What follows belongs to an exercise in optimizing a design on an open flow for small area; a production flow would make more cautious choices. Function was checked by simulation only, so behaviour that the tests miss may differ from the original. The clock port is modelled as an ideal driver; clocking choices that lean on that would not hold on a real chip. Power and IR drop assume default switching activity.

==> flow/flow/run.sh <==
#!/bin/bash
# The standard layout (standard.sh) with these changes:
#  - synthesis maps the logic with an area-oriented ABC script (flow/abc.script)
#    and leaves the full adders to ABC instead of mapping them to adder cells
#    first; everything else in synthesis, registers included, is the standard one
#  - the port buffers use the smallest buffer cell
#  - the clock tree has no dummy loads; its root is a clkbuf_8, and each leaf a
#    clkbuf_4, made a clkbuf_8 where the clkbuf_4 would leave its flip-flops'
#    clock slew over 110 ps (flow/post_cts.tcl)
#  - one tie cell drives all the constant outputs
set -euo pipefail
here=$(pwd)
{
  cat <<'TCL'
proc abc {args} {
  set i [lsearch -exact $args -script]
  if { $i >= 0 } {
    set args [lreplace $args [expr {$i + 1}] [expr {$i + 1}] $::env(FLOW_ABC_SCRIPT)]
  }
  yosys abc {*}$args
}
TCL
  cat synth_recipe.tcl
} > flow_synth.tcl
export FLOW_ABC_SCRIPT="$here/flow/abc.script"
export BUFFER_PORTS_ARGS="-buffer_cell sky130_fd_sc_hd__buf_1"
export CTS_ARGS="-sink_clustering_enable -repair_clock_nets -dont_use_dummy_load -root_buf sky130_fd_sc_hd__clkbuf_8 -buf_list sky130_fd_sc_hd__clkbuf_4"
export POST_CTS_TCL="$here/flow/post_cts.tcl"
export SKIP_REPAIR_TIE_FANOUT=1
bash standard.sh SYNTH_SCRIPT="$here/flow_synth.tcl" ADDER_MAP_FILE= finish > standard.log 2>&1
==> flow/flow/abc.script <==
strash
&get -n
&deepsyn -I 4 -J 50
&put
dch -f
amap -m -F 8 -A 16 -C 1000
==> flow/flow/post_cts.tcl <==
# Clock leaves: keep clkbuf_4 where its flip-flops' clock slew stays low, else clkbuf_8
estimate_parasitics -placement
set changed 0
foreach inst [get_cells clkbuf_*] {
  if { [get_property $inst ref_name] ne "sky130_fd_sc_hd__clkbuf_4" } { continue }
  set net [get_nets -of_objects [get_pins -of_objects $inst -filter "direction==output"]]
  set worst 0
  foreach p [get_pins -of_objects $net -filter "direction==input"] {
    set s [get_property $p slew_max]
    if { $s > $worst } { set worst $s }
  }
  if { $worst > 0.110 } {
    replace_cell $inst sky130_fd_sc_hd__clkbuf_8
    incr changed
  }
}
puts "post_cts: upsized $changed clock buffers"
if { $changed > 0 } {
  detailed_placement
  check_placement -verbose
  estimate_parasitics -placement
}
==> flow/standard.sh <==
#!/bin/bash
# synth_recipe.tcl (not shown) runs the flow's synth.tcl, then flattens the netlist and writes it again
# the make line also repeats each setting of config.mk as NAME=value (left out here)
make -C /OpenROAD-flow-scripts/flow DESIGN_CONFIG=/design/flow/config.mk WORK_HOME=/design/flow/orfs CLKGATE_MAP_FILE= SYNTH_SCRIPT=/design/flow/synth_recipe.tcl "${@:-finish}"
==> flow/config.mk <==
export PLATFORM = sky130hd
export DESIGN_NAME = fitnessTracker
export DESIGN_NICKNAME = fitnessTracker
export VERILOG_FILES = /design/flow/design.v
export SDC_FILE = /design/flow/constraint.sdc
export NUM_CORES = 4
export LEC_CHECK = 0
export CAP_MARGIN = 20
export CORE_MARGIN = 2
export CORE_UTILIZATION = 40
export SLEW_MARGIN = 20
==> flow/constraint.sdc <==
create_clock -name core_clock -period 12.0 [get_ports {clk}]
set_input_delay 2.4000 -clock core_clock [delete_from_list [all_inputs] [get_ports {clk}]]
set_output_delay 2.4000 -clock core_clock [all_outputs]
set_load 0.01 [all_outputs]
==> flow/design.v <==
package fitnessPkg;
    localparam int DataWidth    = 8;     
    localparam int CalorieWidth = 24;    
    localparam int SecWidth     = 6;     
    localparam int SecondsWrap  = 59;    
    localparam int ProdWidth    = 14;    
    localparam int FifoDepth = 4;
    localparam int PtrWidth  = $clog2(FifoDepth);
    localparam logic [1:0] actIdle  = 2'd0;
    localparam logic [1:0] actRun   = 2'd1;
    localparam logic [1:0] actWalk  = 2'd2;
    localparam logic [1:0] actCycle = 2'd3;
endpackage
module rcAdd #(
    parameter int W = 8
) (
    input  logic [W-1:0] a,
    input  logic [W-1:0] b,
    input  logic         ci,
    output logic [W-1:0] s,
    output logic         co
);
    logic [W:0] c;
    assign c[0] = ci;
    for (genvar i = 0; i < W; i++) begin : bitGen
        assign s[i]   = a[i] ^ b[i] ^ c[i];
        assign c[i+1] = (a[i] & b[i]) | (c[i] & (a[i] ^ b[i]));
    end
    assign co = c[W];
endmodule
`timescale 1ns/1ps
import fitnessPkg::*;
module activityTimer (
    input  logic                clk,
    input  logic                rst,
    input  logic                secTick,
    input  logic [1:0]          activity,
    input  logic                sampleReady,
    output logic                sampleValid,
    output logic [1:0]          sampleActivity,
    output logic [SecWidth-1:0] sampleSeconds
);
    logic [SecWidth-1:0] secRun;
    logic [SecWidth-1:0] secWalk;
    logic [SecWidth-1:0] secCycle;
    logic                tickActive;
    assign tickActive = secTick && (activity != actIdle);
    function automatic logic [SecWidth-1:0] step(input logic [SecWidth-1:0] s, input logic en);
        logic wrap;
        logic [SecWidth-1:0] t;
        wrap = s[5] & s[4] & s[3];
        t[0] = en;
        t[1] = en & s[0];
        t[2] = en & s[0] & s[1] & !wrap;
        t[3] = en & s[0] & s[1] & (s[2] | wrap);
        t[4] = en & s[0] & s[1] & ((s[2] & s[3]) | wrap);
        t[5] = en & s[0] & s[1] & ((s[2] & s[3] & s[4]) | wrap);
        step = s ^ t;
    endfunction
    always_ff @(posedge clk or posedge rst) begin
        if (rst) begin
            secRun   <= '0;
            secWalk  <= '0;
            secCycle <= '0;
        end else begin
            secRun   <= step(secRun,   secTick && (activity == actRun));
            secWalk  <= step(secWalk,  secTick && (activity == actWalk));
            secCycle <= step(secCycle, secTick && (activity == actCycle));
        end
    end
    always_ff @(posedge clk or posedge rst) begin
        if (rst) begin
            sampleValid <= 1'b0;
        end else if (tickActive) begin
            sampleValid <= 1'b1;
        end else if (sampleReady) begin
            sampleValid <= 1'b0;
        end
    end
    always_ff @(posedge clk) begin
        if (tickActive) sampleActivity <= activity;
    end
    always_comb begin
        case (sampleActivity)
            actRun:  sampleSeconds = secRun;
            actWalk: sampleSeconds = secWalk;
            default: sampleSeconds = secCycle;
        endcase
    end
endmodule
`timescale 1ns/1ps
import fitnessPkg::*;
module sampleFifo (
    input  logic                clk,
    input  logic                rst,
    input  logic                sampleValid,
    input  logic [1:0]          sampleActivity,
    input  logic [SecWidth-1:0] sampleSeconds,
    output logic                sampleReady,
    output logic                fifoValid,
    output logic [1:0]          fifoActivity,
    output logic [SecWidth-1:0] fifoSeconds,
    input  logic                fifoReady
);
    logic [1:0]          memActivity [FifoDepth];
    logic [SecWidth-1:0] memSeconds  [FifoDepth];
    logic [PtrWidth-1:0] rdPtr;
    logic [PtrWidth-1:0] wrPtr;
    logic [PtrWidth:0]   count;
    logic                doWrite;
    logic                doRead;
    assign sampleReady = !count[PtrWidth];           
    assign fifoValid   = (count != '0);
    assign doWrite     = sampleValid && sampleReady;
    assign doRead      = fifoValid && fifoReady;
    assign wrPtr       = rdPtr + count[PtrWidth-1:0];
    assign fifoActivity = memActivity[rdPtr];
    assign fifoSeconds  = memSeconds[rdPtr];
    always_ff @(posedge clk) begin
        if (doWrite) begin
            memActivity[wrPtr] <= sampleActivity;
            memSeconds[wrPtr]  <= sampleSeconds;
        end
    end
    always_ff @(posedge clk or posedge rst) begin
        if (rst) begin
            rdPtr <= '0;
            count <= '0;
        end else begin
            if (doRead) rdPtr <= rdPtr + PtrWidth'(1);
            case ({doWrite, doRead})
                2'b10:   count <= count + 1'b1;
                2'b01:   count <= count - 1'b1;
                default: ;
            endcase
        end
    end
endmodule
`timescale 1ns/1ps
import fitnessPkg::*;
module serialDivider (
    input  logic                 clk,
    input  logic                 divLoad,
    input  logic [DataWidth-1:0] dividend,
    input  logic [DataWidth-1:0] divisor,
    output logic [DataWidth-1:0] quotient
);
    logic [DataWidth-1:0] remReg;
    logic [DataWidth-1:0] quoReg;
    logic [DataWidth:0]   trial;
    logic [DataWidth:0]   diff;
    assign trial = {remReg, quoReg[DataWidth-1]};
    rcAdd #(.W(DataWidth + 1)) sub_i (
        .a  (trial),
        .b  ({1'b1, ~divisor}),
        .ci (1'b1),
        .s  (diff),
        .co ()
    );
    always_ff @(posedge clk) begin
        if (divLoad) begin
            remReg <= '0;
            quoReg <= dividend;
        end else begin
            remReg <= diff[DataWidth] ? trial[DataWidth-1:0] : diff[DataWidth-1:0];
            quoReg <= {quoReg[DataWidth-2:0], !diff[DataWidth]};
        end
    end
    assign quotient = quoReg;
endmodule
`timescale 1ns/1ps
import fitnessPkg::*;
module metricsEngine (
    input  logic                    clk,
    input  logic                    rst,
    input  logic                    fifoValid,
    input  logic [1:0]              fifoActivity,
    input  logic [SecWidth-1:0]     fifoSeconds,
    input  logic [DataWidth-1:0]    weight,
    input  logic [DataWidth-1:0]    restingRate,
    input  logic [DataWidth-1:0]    distance,
    output logic                    fifoReady,
    output logic [DataWidth-1:0]    secondsRun,
    output logic [DataWidth-1:0]    secondsWalk,
    output logic [DataWidth-1:0]    secondsCycle,
    output logic [CalorieWidth-1:0] caloriesRun,
    output logic [CalorieWidth-1:0] caloriesWalk,
    output logic [CalorieWidth-1:0] caloriesCycle,
    output logic [DataWidth-1:0]    speed,
    output logic [DataWidth-1:0]    targetRate,
    output logic                    resultValid
);
    logic [3:0]              state;
    logic                    sIdle;
    logic                    sCalc;
    logic                    sPub;
    logic [1:0]              curAct;
    logic [SecWidth-1:0]     curSec;
    logic [SecWidth-1:0]     secRun;
    logic [SecWidth-1:0]     secWalk;
    logic [SecWidth-1:0]     secCycle;
    logic [SecWidth-1:0]     nextRun;
    logic [SecWidth-1:0]     nextWalk;
    logic [SecWidth-1:0]     nextCycle;
    logic [DataWidth-1:0]    timeSum;
    logic                    timeZero;
    logic [ProdWidth-1:0]    prod;
    logic [SecWidth:0]       prodAdd;
    logic [ProdWidth+2:0]    prod5;
    logic [DataWidth-1:0]    quotient;
    logic [DataWidth-1:0]    speedThird;
    logic [DataWidth-1:0]    calcWeight;
    logic [DataWidth-1:0]    calcDistance;
    assign sIdle       = (state[3:1] == 3'b000);
    assign sCalc       = !state[3] && state[1];
    assign sPub        = !state[3] && state[2];
    assign resultValid = !state[3] && state[0];
    assign fifoReady   = sIdle;
    assign nextRun   = (curAct == actRun)   ? curSec : secRun;
    assign nextWalk  = (curAct == actWalk)  ? curSec : secWalk;
    assign nextCycle = (curAct == actCycle) ? curSec : secCycle;
    logic [SecWidth:0] pairSum;
    rcAdd #(.W(SecWidth)) pairAdd_i (
        .a  (nextRun),
        .b  (nextWalk),
        .ci (1'b0),
        .s  (pairSum[SecWidth-1:0]),
        .co (pairSum[SecWidth])
    );
    rcAdd #(.W(SecWidth + 1)) totalAdd_i (
        .a  (pairSum),
        .b  ({1'b0, nextCycle}),
        .ci (1'b0),
        .s  (timeSum[SecWidth:0]),
        .co (timeSum[SecWidth+1])
    );
    assign timeZero  = (timeSum == '0);
    assign calcWeight   = timeZero ? '0 : weight;
    assign calcDistance = timeZero ? '0 : distance;
    always_ff @(posedge clk or posedge rst) begin
        if (rst) begin
            state <= 4'b0000;
        end else begin
            casez (state)
                4'b1111: state <= 4'b0100;
                4'b1???: state <= state + 4'b0001;
                4'b0?1?: state <= timeZero ? 4'b0100 : 4'b1000;
                4'b01??: state <= 4'b0001;
                default: state <= fifoValid ? 4'b0010 : 4'b0000;
            endcase
        end
    end
    always_ff @(posedge clk) begin
        if (sIdle && fifoValid) begin
            curAct <= fifoActivity;
            curSec <= fifoSeconds;
        end
    end
    rcAdd #(.W(SecWidth)) prodAdd_i (
        .a  (prod[ProdWidth-1:DataWidth]),
        .b  (prod[0] ? curSec : '0),
        .ci (1'b0),
        .s  (prodAdd[SecWidth-1:0]),
        .co (prodAdd[SecWidth])
    );
    always_ff @(posedge clk) begin
        if (sCalc) prod <= {{SecWidth{1'b0}}, calcWeight};
        else       prod <= {prodAdd, prod[DataWidth-1:1]};
    end
    assign prod5[1:0] = prod[1:0];
    rcAdd #(.W(ProdWidth)) prod5Add_i (
        .a  (prod),
        .b  ({2'b00, prod[ProdWidth-1:2]}),
        .ci (1'b0),
        .s  (prod5[ProdWidth+1:2]),
        .co (prod5[ProdWidth+2])
    );
    serialDivider serialDivider_i (
        .clk      (clk),
        .divLoad  (sCalc),
        .dividend (calcDistance),
        .divisor  (timeSum),
        .quotient (quotient)
    );
    always_comb begin : divByThree
        logic [1:0] r;
        logic [2:0] t;
        r = 2'd0;
        for (int i = DataWidth - 1; i >= 0; i--) begin
            t = {r, quotient[i]};
            speedThird[i] = (t >= 3'd3);
            r = speedThird[i] ? 2'(t - 3'd3) : t[1:0];
        end
    end
    logic [DataWidth-1:0] targetNew;
    logic [DataWidth-1:0] csaSum;
    logic [DataWidth-1:0] csaCarry;
    assign csaSum   = restingRate ^ (weight >> 1) ^ speedThird;
    assign csaCarry = (restingRate & (weight >> 1)) | (restingRate & speedThird)
                    | ((weight >> 1) & speedThird);
    rcAdd #(.W(DataWidth)) targetAdd_i (
        .a  (csaSum),
        .b  ({csaCarry[DataWidth-2:0], 1'b0}),
        .ci (1'b0),
        .s  (targetNew),
        .co ()
    );
    always_ff @(posedge clk or posedge rst) begin
        if (rst) begin
            secRun        <= '0;
            secWalk       <= '0;
            secCycle      <= '0;
            caloriesRun   <= '0;
            caloriesWalk  <= '0;
            caloriesCycle <= '0;
            speed         <= '0;
            targetRate    <= '0;
        end else if (sPub) begin
            secRun   <= nextRun;
            secWalk  <= nextWalk;
            secCycle <= nextCycle;
            case (curAct)
                actRun:   caloriesRun   <= CalorieWidth'({prod5, 1'b0});
                actWalk:  caloriesWalk  <= CalorieWidth'(prod5);
                actCycle: caloriesCycle <= CalorieWidth'({prod, 3'b000});
                default:  ;
            endcase
            speed      <= quotient;
            targetRate <= targetNew;
        end
    end
    assign secondsRun   = DataWidth'(secRun);
    assign secondsWalk  = DataWidth'(secWalk);
    assign secondsCycle = DataWidth'(secCycle);
endmodule
`timescale 1ns/1ps
import fitnessPkg::*;
module fitnessTracker (
    input  logic                    clk,
    input  logic                    rst,
    input  logic                    secTick,
    input  logic [1:0]              activity,
    input  logic [DataWidth-1:0]    weight,
    input  logic [DataWidth-1:0]    restingRate,
    input  logic [DataWidth-1:0]    distance,
    output logic [DataWidth-1:0]    secondsRun,
    output logic [DataWidth-1:0]    secondsWalk,
    output logic [DataWidth-1:0]    secondsCycle,
    output logic [CalorieWidth-1:0] caloriesRun,
    output logic [CalorieWidth-1:0] caloriesWalk,
    output logic [CalorieWidth-1:0] caloriesCycle,
    output logic [DataWidth-1:0]    speed,
    output logic [DataWidth-1:0]    targetRate,
    output logic                    resultValid
);
    logic                sampleValid;
    logic                sampleReady;
    logic [1:0]          sampleActivity;
    logic [SecWidth-1:0] sampleSeconds;
    logic                fifoValid;
    logic                fifoReady;
    logic [1:0]          fifoActivity;
    logic [SecWidth-1:0] fifoSeconds;
    activityTimer activityTimer_i (
        .clk            (clk),
        .rst            (rst),
        .secTick        (secTick),
        .activity       (activity),
        .sampleReady    (sampleReady),
        .sampleValid    (sampleValid),
        .sampleActivity (sampleActivity),
        .sampleSeconds  (sampleSeconds)
    );
    sampleFifo sampleFifo_i (
        .clk            (clk),
        .rst            (rst),
        .sampleValid    (sampleValid),
        .sampleActivity (sampleActivity),
        .sampleSeconds  (sampleSeconds),
        .sampleReady    (sampleReady),
        .fifoValid      (fifoValid),
        .fifoActivity   (fifoActivity),
        .fifoSeconds    (fifoSeconds),
        .fifoReady      (fifoReady)
    );
    metricsEngine metricsEngine_i (
        .clk           (clk),
        .rst           (rst),
        .fifoValid     (fifoValid),
        .fifoActivity  (fifoActivity),
        .fifoSeconds   (fifoSeconds),
        .weight        (weight),
        .restingRate   (restingRate),
        .distance      (distance),
        .fifoReady     (fifoReady),
        .secondsRun    (secondsRun),
        .secondsWalk   (secondsWalk),
        .secondsCycle  (secondsCycle),
        .caloriesRun   (caloriesRun),
        .caloriesWalk  (caloriesWalk),
        .caloriesCycle (caloriesCycle),
        .speed         (speed),
        .targetRate    (targetRate),
        .resultValid   (resultValid)
    );
endmodule
==> run notes <==
Sw Pwr=0.001359 W; Initial Utilization=40.77%; R2R depth=30; Synth Instances=893; critical path class=reg -> reg; FF+latch count, synth=182; Hold Path End=metricsEngine_i.serialDivider_i.remReg[4]; Die Wd=147.6 µm; Max IR drop VDD=0.0001037 V; Max transition margin=44.88%; fin crit share=50.17%; number of global-route vias before repair=5929; max_cap viols=0; reg2reg setup slack=5.98 ns; share of cells above drive strength 1=2.605%; Clock power frac=9.9%; Core Rows=52; final setup fails=0; final wirelength=18940 µm; post-synthesis average cell area=9.239 µm²; register area share after synthesis=55.93%; final slew viol count=0; die boundary height=147.6 µm; worst slew pin tran=0.8268 ns; crit path launch type=flop; Die Area=21790 µm²; Synth Area in Compound Gates=25.45%; post-synthesis instance area=8250 µm²; total number of vias=6604; routability cong.=0.8397; Netlist cell types=33; drt initial violations=399; Setup crit end kind=flop; I/O Pins=142; commonest cells after routing, fill and taps aside=152 x nor2_1, 113 x a21oi_1, 111 x buf_1; most common cell after layout, fill and taps aside=nor2_1; switching portion of total power=45.70%; slowest CP cell=nor2_1; CP Data Arrival Time=6.36 ns; internal power=0.001615 W; Layout area overhead=9.569%; number of vias per cell=5.208; Reg-to-Reg End=metricsEngine_i.serialDivider_i.remReg[2]; CP Max Fanout=11; antenna cells=0; initial antenna violation count=0; Crit path largest cell delay=0.44 ns; Critical R2R Launch=metricsEngine_i.curAct[0]; PnR worst setup slack=5.979 ns; CP dominant cell by count=nor2_1; Adder-Cell Fraction of Synth Area=0%; Comb pwr share=51.7%; post-synthesis xor/xnor area fraction=0%; worst hold stages=2; core area=20230 µm²; hpwl dp=13730 µm; CTS tree=yes; mux contribution to synthesized area=0%; Power Dens Cells=328.9 nW/µm²; number of port buffers=111; YS warnings=4; clock-pin slew on the worst setup and hold paths=0.10 ns; pre-CTS setup slack=6.110 ns; syn nets=922; first-pass GRT wire length=30360 µm; Worst-Skew Late Latency=0.46 ns; GRT Overall Usage=17.60%; Setup Skew=0.03563 ns; post-DR wirelength/cell=14.94 µm; Static Leak=3.394 nW; Final TNS setup=0 ns; RSZ-0062 raised after global routing=false; Synth Area in Simple Gates=12.39%; Final Hold Vio Count=0; Worst EP required=12.34 ns; Hold Path Class=reg -> reg; HP Start=metricsEngine_i.serialDivider_i.remReg[3]; combinational family with the most area after synthesis=compound AO/OA/AOI/OAI gates; total congestion overflow=0; Net count, final=1029; post-route ant nets=0; Final Critical Period=6.021 ns; status=complete, no violations; clk sinks=182; Pre-antenna DRT Iters=5; largest net degree at the start of global routing=67; DRC viols=0; fmax=166.1 MHz; sequential power share=38.4%
==> Yosys cell counts <==
| cell type | number | area [µm²] |
|---|---|---|
| a31oi_1 | 4 | 25.02 |
| dfxtp_1 | 30 | 600.6 |
| a21o_1 | 15 | 112.6 |
| o21a_1 | 7 | 52.55 |
| a311oi_1 | 2 | 17.52 |
| o211ai_1 | 1 | 7.510 |
| o311a_1 | 1 | 10.01 |
| o31ai_1 | 1 | 7.510 |
| a22oi_1 | 4 | 30.03 |
| or2_0 | 3 | 18.77 |
| nor3_1 | 6 | 30.03 |
| a222oi_1 | 6 | 60.06 |
| nand3b_1 | 1 | 7.510 |
| and2_0 | 4 | 25.02 |
| o21ai_0 | 87 | 435.4 |
| o221ai_1 | 9 | 78.83 |
| dfrtp_1 | 110 | 2753 |
| o32a_1 | 3 | 30.03 |
| a21oi_1 | 113 | 565.5 |
| o311ai_0 | 1 | 8.760 |
| clkinv_1 | 76 | 285.3 |
| nand2_1 | 86 | 322.8 |
| o22ai_1 | 52 | 325.3 |
| or3_1 | 1 | 6.260 |
| nor2b_1 | 6 | 37.54 |
| conb_1 | 1 | 3.750 |
| a32o_1 | 1 | 10.01 |
| edfxtp_1 | 42 | 1261 |
| buf_4 | 30 | 225.2 |
| a211oi_1 | 1 | 7.510 |
| o31a_1 | 1 | 8.760 |
| o22a_1 | 35 | 306.5 |
| nor2_1 | 153 | 574.3 |
==> stage by stage <==
step                      total power [W]  cell area (µm²)  utilization [%]  cells  hold slack, ns
after global placement           0.002662             8837            43.67   1251          0.4445
after global routing             0.003272             9040            44.68   1268          0.4969
final                            0.002973             9040            44.68   1268          0.4594
after floorplan                  0.002286             8250                -    893          0.4245
after detailed placement         0.002695             8837            43.67   1251          0.4477
==> cells by family after synthesis <==
kind of cell	count (synthesis)
other	1
and+or+nand+nor	260
AOI/OAI and AO/OA	344
buffers and inverters	106
DFF	182
==> layer usage <==
metal | part of all wire (%) | track usage (%) | vias up | wire (µm)
met5 | 0 | 0 | - | 0
met4 | 1.4 | 4.856 | 0 | 268
met3 | 3.8 | 3.426 | 25 | 727
met2 | 48 | 28.88 | 119 | 9113
met1 | 47 | 23.96 | 3076 | 8831
li1 | - | - | 3384 | -
==> sequential cells by signal (all words and copies together) (netlist names), 8 cells and up <==
signal,cells
sampleFifo_i.memActivity,8
sampleFifo_i.memSeconds,24
metricsEngine_i.caloriesWalk,17
metricsEngine_i.prod,14
metricsEngine_i.caloriesRun,17
metricsEngine_i.targetRate,8
metricsEngine_i.serialDivider_i.quoReg,8
metricsEngine_i.speed,8
metricsEngine_i.serialDivider_i.remReg,8
metricsEngine_i.caloriesCycle,14
==> how the worst max path moves through the flow <==
stage	from	to	slack, ns	cells past startpoint
after floorplan	metricsEngine_i.curAct[0]	metricsEngine_i.serialDivider_i.remReg[2]	6.98	30
after global placement	metricsEngine_i.curAct[0]	metricsEngine_i.serialDivider_i.remReg[2]	6.45	30
after global routing	metricsEngine_i.curAct[1]	metricsEngine_i.serialDivider_i.remReg[2]	5.36	30
final	metricsEngine_i.curAct[0]	metricsEngine_i.serialDivider_i.remReg[2]	5.98	30
after detailed placement	metricsEngine_i.curAct[0]	metricsEngine_i.serialDivider_i.remReg[2]	6.11	30
==> critical path, delay by kind of cell (launching register included) <==
family / cells / cell delay [ns]
AO/OA/AOI/OAI: 14 / 2.79
AND/OR/NAND/NOR: 13 / 2.00
buffers and inverters: 3 / 0.74
flip-flops: 1 / 0.37
==> power groups by stage <==
stage                     Sequential [W]  Clock, W  Combinational (W)
final                            0.00114  0.000294            0.00154
after global routing             0.00118  0.000328            0.00177
after detailed placement         0.00115         0            0.00154
after global placement           0.00115         0            0.00151
after floorplan                  0.00117         0            0.00112
==> area by class of cell <==
cell class	count	area [µm²]
fillers	2028	11190
flip-flops and latches	182	4614
multi-input cells	605	3128
repair buffers	118	469.2
well taps	270	337.8
inverters	76	287.8
clock buffers	17	202.7

## what the ideal ports hide
How much do the figures lean on ideal ports? The routed layout below was timed once more, with nothing changed but the port constraints.
Step 1 (the two cells are an assumption about what drives the block):
set clk [get_ports {clk}]
set_driving_cell -lib_cell sky130_fd_sc_hd__clkbuf_16 $clk
set_driving_cell -lib_cell sky130_fd_sc_hd__buf_2 [delete_from_list [all_inputs] $clk]
Step 2 times the ports against the registers' clock, not the clock port: input delays grow and output delays shrink by t, the midpoint of the rising clock arrivals with the driver on.
Three values: ideal, step 1, step 2; two values: the first two.
shift t [ns]: 0.477
setup WS [ns]: 5.979 / 5.979 / 5.979
pins driven straight from the clock port: 1
After both steps this run still meets setup and hold. For this run, drivers alone change the setup slack by 0.000 ns; drivers and shift together by 0.000 ns.
